Source: an optimization exercise on an open RTL-to-GDS flow (aim: small area). Production flows keep margins and buffers that such runs may drop. In this exercise RTL edits were held to simulation tests only and were not proved equivalent to the original. Power figures rest on the tool's default switching activity, not on a simulated workload.

Setup of run G:
// store_issue_top
module store_issue_top (
  input  logic                        clk,
  input  logic                        rst,
  input  logic                        bus_hold,
  input  logic                        miss_hold,
  input  logic                        miss_pause,
  input  logic                        insert_data,
  input  logic                        req0_en,
  input  store_issue_pkg::line_addr_t req0_line,
  input  store_issue_pkg::offset_t    req0_offset,
  input  store_issue_pkg::size_t      req0_size,
  input  store_issue_pkg::data_t      req0_data,
  input  logic                        req1_en,
  input  store_issue_pkg::line_addr_t req1_line,
  input  store_issue_pkg::offset_t    req1_offset,
  input  store_issue_pkg::size_t      req1_size,
  input  store_issue_pkg::data_t      req1_data,
  output logic                        busy,
  output logic                        st0_en,
  output store_issue_pkg::line_addr_t st0_line,
  output store_issue_pkg::bank_t      st0_bank_begin,
  output store_issue_pkg::bank_t      st0_bank_end,
  ...
Size: roughly 2000 cells after synthesis, ~700 I/O pins, ~20000 um^2 of cells after synthesis.
export LEC_CHECK = 0
export CAP_MARGIN = 20
export CORE_MARGIN = 2
export CORE_UTILIZATION = 35
export SLEW_MARGIN = 20
export SYNTH_HIERARCHICAL = 1
create_clock -name core_clock -period 8.0 [get_ports {clk}]
standard.sh (not shown) runs the stock make flow with config.mk's settings and CLKGATE_MAP_FILE= SYNTH_SCRIPT=/design/flow/synth_recipe.tcl, a recipe that flattens the netlist after the stock synthesis.
==> flow/flow/run.sh <==
#!/bin/bash
# Standard ORFS layout with two changes: port buffers use the smallest buffer
# cell, and clock tree synthesis adds no dummy loads.
set -euo pipefail
bash standard.sh \
  "BUFFER_PORTS_ARGS=-buffer_cell sky130_fd_sc_hd__buf_1" \
  "CTS_ARGS=-sink_clustering_enable -repair_clock_nets -dont_use_dummy_load -buf_list sky130_fd_sc_hd__clkbuf_4" \
  finish > flow_make.log 2>&1
Edits applied to the flow inputs when going from run G to run Z:
==> flow/flow/run.sh <==
#!/bin/bash
# Standard ORFS layout with two changes: port buffers use the smallest buffer
# cell, and clock tree synthesis adds no dummy loads.
set -euo pipefail
bash standard.sh \
  "BUFFER_PORTS_ARGS=-buffer_cell sky130_fd_sc_hd__buf_1" \
  "CTS_ARGS=-sink_clustering_enable -repair_clock_nets -dont_use_dummy_load -buf_list sky130_fd_sc_hd__clkbuf_4 -sink_clustering_size 10 -sink_clustering_max_diameter 40" \
  finish > flow_make.log 2>&1
--- outcome ---
Lower utilization after layout was reported by run Z, not run G.
Going from run G to run Z, total power of the final layout has decreased; aggregate routed wire length moved down.
Comparing run Z and run G, the lower relative max-transition margin was measured on run Z.
Post-layout net count, run Z vs run G: down slightly
Diff run Z..run G | non-clock inverter total of the final layout | unchanged


store_issue_top, a different RTL version from the one above (not shown whole).
Size in the first run: roughly 2000 cells after synthesis.
Design store_issue_top, start of the top module:
module store_issue_top (
  input  logic                        clk,
  input  logic                        rst,
  input  logic                        bus_hold,
  input  logic                        miss_hold,
  input  logic                        miss_pause,
  input  logic                        insert_data,
  input  logic                        req0_en,
  input  store_issue_pkg::line_addr_t req0_line,
  input  store_issue_pkg::offset_t    req0_offset,
  input  store_issue_pkg::size_t      req0_size,
  input  store_issue_pkg::data_t      req0_data,
  input  logic                        req1_en,
  input  store_issue_pkg::line_addr_t req1_line,
  input  store_issue_pkg::offset_t    req1_offset,
  input  store_issue_pkg::size_t      req1_size,
  input  store_issue_pkg::data_t      req1_data,
  output logic                        busy,
  output logic                        st0_en,
  output store_issue_pkg::line_addr_t st0_line,
  ...
Settings: LEC_CHECK=0, CAP_MARGIN=5, CORE_MARGIN=2, CORE_UTILIZATION=35, PLACE_DENSITY=0.75, SLEW_MARGIN=5, SYNTH_HIERARCHICAL=1; clock period 8.0 ns.
==> flow/flow/run.sh <==
#!/bin/bash
# Standard ORFS layout with two changes: port buffers use the smallest buffer
# cell, and clock tree synthesis adds no dummy loads.
set -euo pipefail
bash standard.sh \
  "BUFFER_PORTS_ARGS=-buffer_cell sky130_fd_sc_hd__buf_1" \
  "CTS_ARGS=-sink_clustering_enable -repair_clock_nets -dont_use_dummy_load -buf_list sky130_fd_sc_hd__clkbuf_4 -sink_clustering_size 8 -sink_clustering_max_diameter 70" \
  finish > flow_make.log 2>&1
==> next run, changes <==
==> flow/flow/run.sh (replaced) <==
#!/bin/bash
# Standard ORFS layout with two changes: port buffers use the smallest buffer
# cell, clock tree synthesis adds no dummy loads, and non-critical gates are
# downsized after global routing.
set -euo pipefail
bash standard.sh \
  "BUFFER_PORTS_ARGS=-buffer_cell sky130_fd_sc_hd__buf_1" \
  "CTS_ARGS=-sink_clustering_enable -repair_clock_nets -dont_use_dummy_load -buf_list sky130_fd_sc_hd__clkbuf_4 -sink_clustering_size 8 -sink_clustering_max_diameter 70" \
  "RECOVER_POWER=100" \
  finish > flow_make.log 2>&1
--- a/flow/config.mk
+++ b/flow/config.mk
@@ -7,3 +7,3 @@
 export LEC_CHECK = 0
-export CAP_MARGIN = 5
+export CAP_MARGIN = 20
 export CORE_MARGIN = 2
@@ -11,3 +11,3 @@
 export PLACE_DENSITY = 0.75
-export SLEW_MARGIN = 5
+export SLEW_MARGIN = 20
 export SYNTH_HIERARCHICAL = 1
After rerunning: Now the flow completed, yet does not pass: max-capacitance violations, max-slew violations; hold slack is worse by 4.6 ps; register-to-register slack gets worse by 3800 ps; clock-buffer cell count is unchanged; synthesized area is unchanged; maximum frequency goes down by a little under a tenth; core utilization stays flat.


Starting RTL as in the previous note.
==> flow/config.mk <==
export PLATFORM = sky130hd
export DESIGN_NAME = store_issue_top
export DESIGN_NICKNAME = store_issue_top
export VERILOG_FILES = /design/flow/design.v
export SDC_FILE = /design/flow/constraint.sdc
export NUM_CORES = 4
export LEC_CHECK = 0
export CAP_MARGIN = 20
export CORE_MARGIN = 2
export CORE_UTILIZATION = 35
export PLACE_DENSITY = 0.75
export SLEW_MARGIN = 20
export SYNTH_HIERARCHICAL = 1
==> flow/constraint.sdc <==
create_clock -name core_clock -period 8.0 [get_ports {clk}]
set_input_delay 1.6000 -clock core_clock [delete_from_list [all_inputs] [get_ports {clk}]]
set_output_delay 1.6000 -clock core_clock [all_outputs]
set_load 0.01 [all_outputs]
==> flow/flow/run.sh <==
#!/bin/bash
# Standard ORFS layout with two changes: port buffers use the smallest buffer
# cell, and clock tree synthesis adds no dummy loads.
set -euo pipefail
bash standard.sh \
  "BUFFER_PORTS_ARGS=-buffer_cell sky130_fd_sc_hd__buf_1" \
  "CTS_ARGS=-sink_clustering_enable -repair_clock_nets -dont_use_dummy_load -buf_list sky130_fd_sc_hd__clkbuf_4 -sink_clustering_size 10 -sink_clustering_max_diameter 55" \
  finish > flow_make.log 2>&1
==> next run, changes <==
==> flow/flow/run.sh (replaced) <==
#!/bin/bash
# Standard ORFS layout with two changes: port buffers use the smallest buffer
# cell, and clock tree synthesis adds no dummy loads.
set -euo pipefail
bash standard.sh \
  "BUFFER_PORTS_ARGS=-buffer_cell sky130_fd_sc_hd__buf_1" \
  "CTS_ARGS=-sink_clustering_enable -repair_clock_nets -dont_use_dummy_load -buf_list sky130_fd_sc_hd__clkbuf_4 -sink_clustering_size 8 -sink_clustering_max_diameter 70" \
  finish > flow_make.log 2>&1
Result:
- The new run completed with no timing, DRC or antenna violations
- count of clock-buffer cells in the layout is higher by 4
- wire length hardly moves
- clock power came out higher by a few percent
==> next run, changes <==
==> flow/flow/run.sh (replaced) <==
#!/bin/bash
# Standard ORFS layout with two changes: port buffers use the smallest buffer
# cell, and clock tree synthesis adds no dummy loads.
set -euo pipefail
bash standard.sh \
  "BUFFER_PORTS_ARGS=-buffer_cell sky130_fd_sc_hd__buf_1" \
  "CTS_ARGS=-sink_clustering_enable -repair_clock_nets -dont_use_dummy_load -buf_list sky130_fd_sc_hd__clkbuf_8 -sink_clustering_size 18 -sink_clustering_max_diameter 60" \
  finish > flow_make.log 2>&1
The changed run produced a clean layout.
Via count is about the same.
Worst setup slack gains 0.16 ns.
Final area increases by 0.37%.
Power came out higher by 2.0%.
Global-route usage fell by 0.12 points.
Sequential power barely changes.
Area after synthesis stays the same.
Clock power is higher by 8.9%.
Utilization rises by 0.14 points.
Die area stays the same.
Clock-buffer cell count falls by 18.


store_issue_top, a different RTL version from the one above (not shown whole).
Size: roughly 1900 cells after synthesis, about 20000 µm² of cells after synthesis.
==> flow/config.mk <==
export PLATFORM = sky130hd
export DESIGN_NAME = store_issue_top
export DESIGN_NICKNAME = store_issue_top
export VERILOG_FILES = /design/flow/design.v
export SDC_FILE = /design/flow/constraint.sdc
export NUM_CORES = 4
export LEC_CHECK = 0
export CAP_MARGIN = 20
export CORE_MARGIN = 2
export CORE_UTILIZATION = 20
export SLEW_MARGIN = 20
export SYNTH_HIERARCHICAL = 1
==> flow/constraint.sdc <==
create_clock -name core_clock -period 8.0 [get_ports {clk}]
set_input_delay 1.6000 -clock core_clock [delete_from_list [all_inputs] [get_ports {clk}]]
set_output_delay 1.6000 -clock core_clock [all_outputs]
set_load 0.01 [all_outputs]
==> flow/flow/run.sh <==
#!/bin/bash
# Standard ORFS layout with two changes: port buffers use the smallest buffer
# cell, and clock tree synthesis adds no dummy loads.
set -euo pipefail
bash standard.sh \
  "BUFFER_PORTS_ARGS=-buffer_cell sky130_fd_sc_hd__buf_1" \
  "CTS_ARGS=-sink_clustering_enable -repair_clock_nets -dont_use_dummy_load -buf_list sky130_fd_sc_hd__clkbuf_8" \
  finish > flow_make.log 2>&1
The first run completed without violations.
Change:
==> flow/run.sh (new file) <==
#!/bin/bash
# synth_recipe.tcl (not shown) runs the flow's synth.tcl, then flattens the netlist and writes it again
# the make line also repeats each setting of config.mk as NAME=value (left out here)
make -C /OpenROAD-flow-scripts/flow DESIGN_CONFIG=/design/flow/config.mk WORK_HOME=/design/flow/orfs CLKGATE_MAP_FILE= SYNTH_SCRIPT=/design/flow/synth_recipe.tcl finish
removed: flow/flow/run.sh
removed: flow/standard.sh
After rerunning: The new run went through all stages and came out clean. Setup slack loses 0.46 ns. Total power increases by 19%. Global-route usage increases by 0.24 points. Design area came out higher by 21%. Clock power is higher by 41%. Non-clock buffer count goes down by 1. Synthesized area stays the same. Combinational power increases by 25%. Critical path depth is unchanged.
Change:
==> flow/flow/run.sh (new file) <==
#!/bin/bash
# Standard ORFS layout with two changes: port buffers use the smallest buffer
# cell, and clock tree synthesis adds no dummy loads.
set -euo pipefail
bash standard.sh \
  "BUFFER_PORTS_ARGS=-buffer_cell sky130_fd_sc_hd__buf_1" \
  "CTS_ARGS=-sink_clustering_enable -repair_clock_nets -dont_use_dummy_load" \
  finish > flow_make.log 2>&1
==> flow/standard.sh (new file) <==
#!/bin/bash
# synth_recipe.tcl (not shown) runs the flow's synth.tcl, then flattens the netlist and writes it again
# the make line also repeats each setting of config.mk as NAME=value (left out here)
make -C /OpenROAD-flow-scripts/flow DESIGN_CONFIG=/design/flow/config.mk WORK_HOME=/design/flow/orfs CLKGATE_MAP_FILE= SYNTH_SCRIPT=/design/flow/synth_recipe.tcl "${@:-finish}"
removed: flow/run.sh
After rerunning:
- cell count fell by about 0.9%
- setup slack is better by 0.46 ns
- core utilization drops by 4.8 points
- fmax rose by about 9%
- global-route usage goes down by 0.40 points
- cell area decreases by about 17%


Another version of the RTL of store_issue_top (not shown whole).
Size: about 2,000 cells after synthesis, about 0.019 mm² of cells after synthesis.
clock: 8.0 ns
lec_check: 0
cap_margin: 20
core_margin: 2
core_utilization: 55
place_density: 0.75
slew_margin: 20
synth_hierarchical: 1
==> flow/flow/run.sh <==
#!/bin/bash
# Standard ORFS layout with two changes: port buffers use the smallest buffer
# cell, and clock tree synthesis adds no dummy loads.
set -euo pipefail
bash standard.sh \
  "BUFFER_PORTS_ARGS=-buffer_cell sky130_fd_sc_hd__buf_1" \
  "CTS_ARGS=-sink_clustering_enable -repair_clock_nets -dont_use_dummy_load -buf_list sky130_fd_sc_hd__clkbuf_4 -sink_clustering_size 8 -sink_clustering_max_diameter 70" \
  "PLACE_PINS_ARGS=-min_distance 1 -min_distance_in_tracks" \
  finish > flow_make.log 2>&1
The first run went through all stages and came out clean.
Edit:
--- a/flow/flow/run.sh
+++ b/flow/flow/run.sh
@@ -7,3 +7,2 @@
   "CTS_ARGS=-sink_clustering_enable -repair_clock_nets -dont_use_dummy_load -buf_list sky130_fd_sc_hd__clkbuf_4 -sink_clustering_size 8 -sink_clustering_max_diameter 70" \
-  "PLACE_PINS_ARGS=-min_distance 1 -min_distance_in_tracks" \
   finish > flow_make.log 2>&1
Settings changed: CORE_UTILIZATION 55 to 35.
Outcome: Global-route usage fell by 15 points. Final area rises by about 1.2%. Setup slack is worse by 0.039 ns.


store_issue_top with an RTL version that a note above also has.
Size: ~2000 cells after synthesis, ~20000 um2 of cells after synthesis.
Settings: LEC_CHECK=0, CAP_MARGIN=20, CORE_MARGIN=2, CORE_UTILIZATION=55, SLEW_MARGIN=20, SYNTH_HIERARCHICAL=1; clock period 8.0 ns.
==> flow/flow/run.sh <==
#!/bin/bash
# Standard ORFS layout with two changes: port buffers use the smallest buffer
# cell, and clock tree synthesis adds no dummy loads.
set -euo pipefail
bash standard.sh \
  "BUFFER_PORTS_ARGS=-buffer_cell sky130_fd_sc_hd__buf_1" \
  "CTS_ARGS=-sink_clustering_enable -repair_clock_nets -dont_use_dummy_load -buf_list sky130_fd_sc_hd__clkbuf_4" \
  finish > flow_make.log 2>&1
The baseline never finished: it broke off in 3_2_place_iop.
Next try:
==> flow/flow/run.sh (replaced) <==
#!/bin/bash
# Standard ORFS layout with two changes: port buffers use the smallest buffer
# cell, and clock tree synthesis adds no dummy loads.
set -euo pipefail
bash standard.sh \
  "BUFFER_PORTS_ARGS=-buffer_cell sky130_fd_sc_hd__buf_1" \
  "CTS_ARGS=-sink_clustering_enable -repair_clock_nets -dont_use_dummy_load -buf_list sky130_fd_sc_hd__clkbuf_4 -sink_clustering_size 10 -sink_clustering_max_diameter 40" \
  finish > flow_make.log 2>&1
Settings changed: CORE_UTILIZATION 55 to 35, PLACE_DENSITY set to 0.75.
=> Now the flow passed the timing, DRC and antenna checks. Synthesized cell count is unchanged. Synthesized area is unchanged.


north:
store_issue_top again, from the RTL that the note above started with.
clock: 8.0 ns
lec_check: 0
cap_margin: 20
core_margin: 2
core_utilization: 35
slew_margin: 20
synth_hierarchical: 1
==> flow/flow/run.sh <==
#!/bin/bash
# Standard ORFS layout with two changes: port buffers use the smallest buffer
# cell, and clock tree synthesis adds no dummy loads.
set -euo pipefail
bash standard.sh \
  "BUFFER_PORTS_ARGS=-buffer_cell sky130_fd_sc_hd__buf_1" \
  "CTS_ARGS=-sink_clustering_enable -repair_clock_nets -dont_use_dummy_load -buf_list sky130_fd_sc_hd__clkbuf_8 -sink_clustering_size 20 -sink_clustering_max_diameter 60" \
  finish > flow_make.log 2>&1
north finished every stage and its layout cleared the timing, DRC and antenna checks.
diff inputs: north => south
- CORE_UTILIZATION changed from 35 to 20
diff --git a/flow/flow/run.sh b/flow/flow/run.sh
--- a/flow/flow/run.sh
+++ b/flow/flow/run.sh
@@ -7 +7 @@
-  "CTS_ARGS=-sink_clustering_enable -repair_clock_nets -dont_use_dummy_load -buf_list sky130_fd_sc_hd__clkbuf_8 -sink_clustering_size 20 -sink_clustering_max_diameter 60" \
+  "CTS_ARGS=-sink_clustering_enable -repair_clock_nets -dont_use_dummy_load -buf_list sky130_fd_sc_hd__clkbuf_4" \
- south went all the way through the flow, and no timing, DRC or antenna check failed.
- Register-to-register slack in south is 0.73 ns higher than in north
- Cell area for south: about 4.6% up relative to north
- For the fmax, south came in about 11% lower than north did.
- south has less setup slack than north.
- south vs north — ratio of final minimum period to clock period rose 9.4 points.
- Areal power density over the cells grows by a few percent when moving from north to south.
- Compared with north, south shows a first-iteration DRC count that is 203 lower.
- In south the signed area change from the synthesized netlist to the final layout turned out 5.0 points higher than in north.
- south vs. north: critical-path maximum fanout shows a reduction of 8.2%, global-route usage shows a reduction of 12 points, utilization shows a reduction of 15 points.

afterwards: timing with drivers on the ports:
The flow's constraints put no driver on any port. The routed layouts listed below were extracted and timed again, unchanged, in two steps.
Step 1 (the two cells are an assumption about what drives the block):
set clk [get_ports {clk}]
set_driving_cell -lib_cell sky130_fd_sc_hd__clkbuf_16 $clk
set_driving_cell -lib_cell sky130_fd_sc_hd__buf_2 [delete_from_list [all_inputs] $clk]
Step 2 times the ports against the registers' clock, not the clock port: input delays grow and output delays shrink by t, the midpoint of the rising clock arrivals with the driver on.
Three values: ideal, step 1, step 2; two values: the first two.
| run | shift t [ns] | setup WS [ns] | hold slack, ns |
|---|---|---|---|
| run G | 0.860 | 1.654 / 1.595 / 2.455 | 0.467 / 0.467 / 0.467 |
| run Z | 0.829 | 1.730 / 1.672 / 2.501 | 0.467 / 0.467 / 0.467 |
| the first run of note 2 | 0.831 | 1.799 / 1.741 / 2.507 | 0.467 / 0.467 / 0.467 |
| the second run of note 2 | 0.835 | 1.298 / 1.237 / 1.847 | 0.463 / 0.463 / 0.463 |
| the first run of note 3 | 0.831 | 1.702 / 1.642 / 2.473 | 0.466 / 0.466 / 0.466 |
| the second run of note 3 | 0.833 | 1.791 / 1.729 / 2.507 | 0.467 / 0.467 / 0.467 |
| the third run of note 3 | 0.657 | 1.953 / 1.893 / 2.493 | 0.463 / 0.463 / 0.463 |
| the first run of note 4 | 0.717 | 2.724 / 2.667 / 2.489 | 0.642 / 0.642 / 0.642 |
| the second run of note 4 | 0.675 | 2.264 / 2.205 / 2.192 | 0.628 / 0.628 / 0.628 |
| the third run of note 4 | 0.647 | 2.725 / 2.663 / 2.520 | 0.651 / 0.651 / 0.651 |
| the first run of note 5 | 0.797 | 1.939 / 1.885 / 2.459 | 0.475 / 0.475 / 0.475 |
| the second run of note 5 | 0.855 | 1.899 / 1.838 / 2.334 | 0.476 / 0.476 / 0.476 |
| the second run of note 6 | 0.887 | 1.842 / 1.780 / 2.581 | 0.473 / 0.473 / 0.473 |
| north | 0.654 | 1.929 / 1.867 / 2.521 | 0.472 / 0.472 / 0.472 |
| south | 0.924 | 1.175 / 1.122 / 2.046 | 0.464 / 0.464 / 0.464 |
The setup slack of the first run of note 4, which loses most, moves by -0.057 ns with the drivers and by -0.235 ns with both steps.
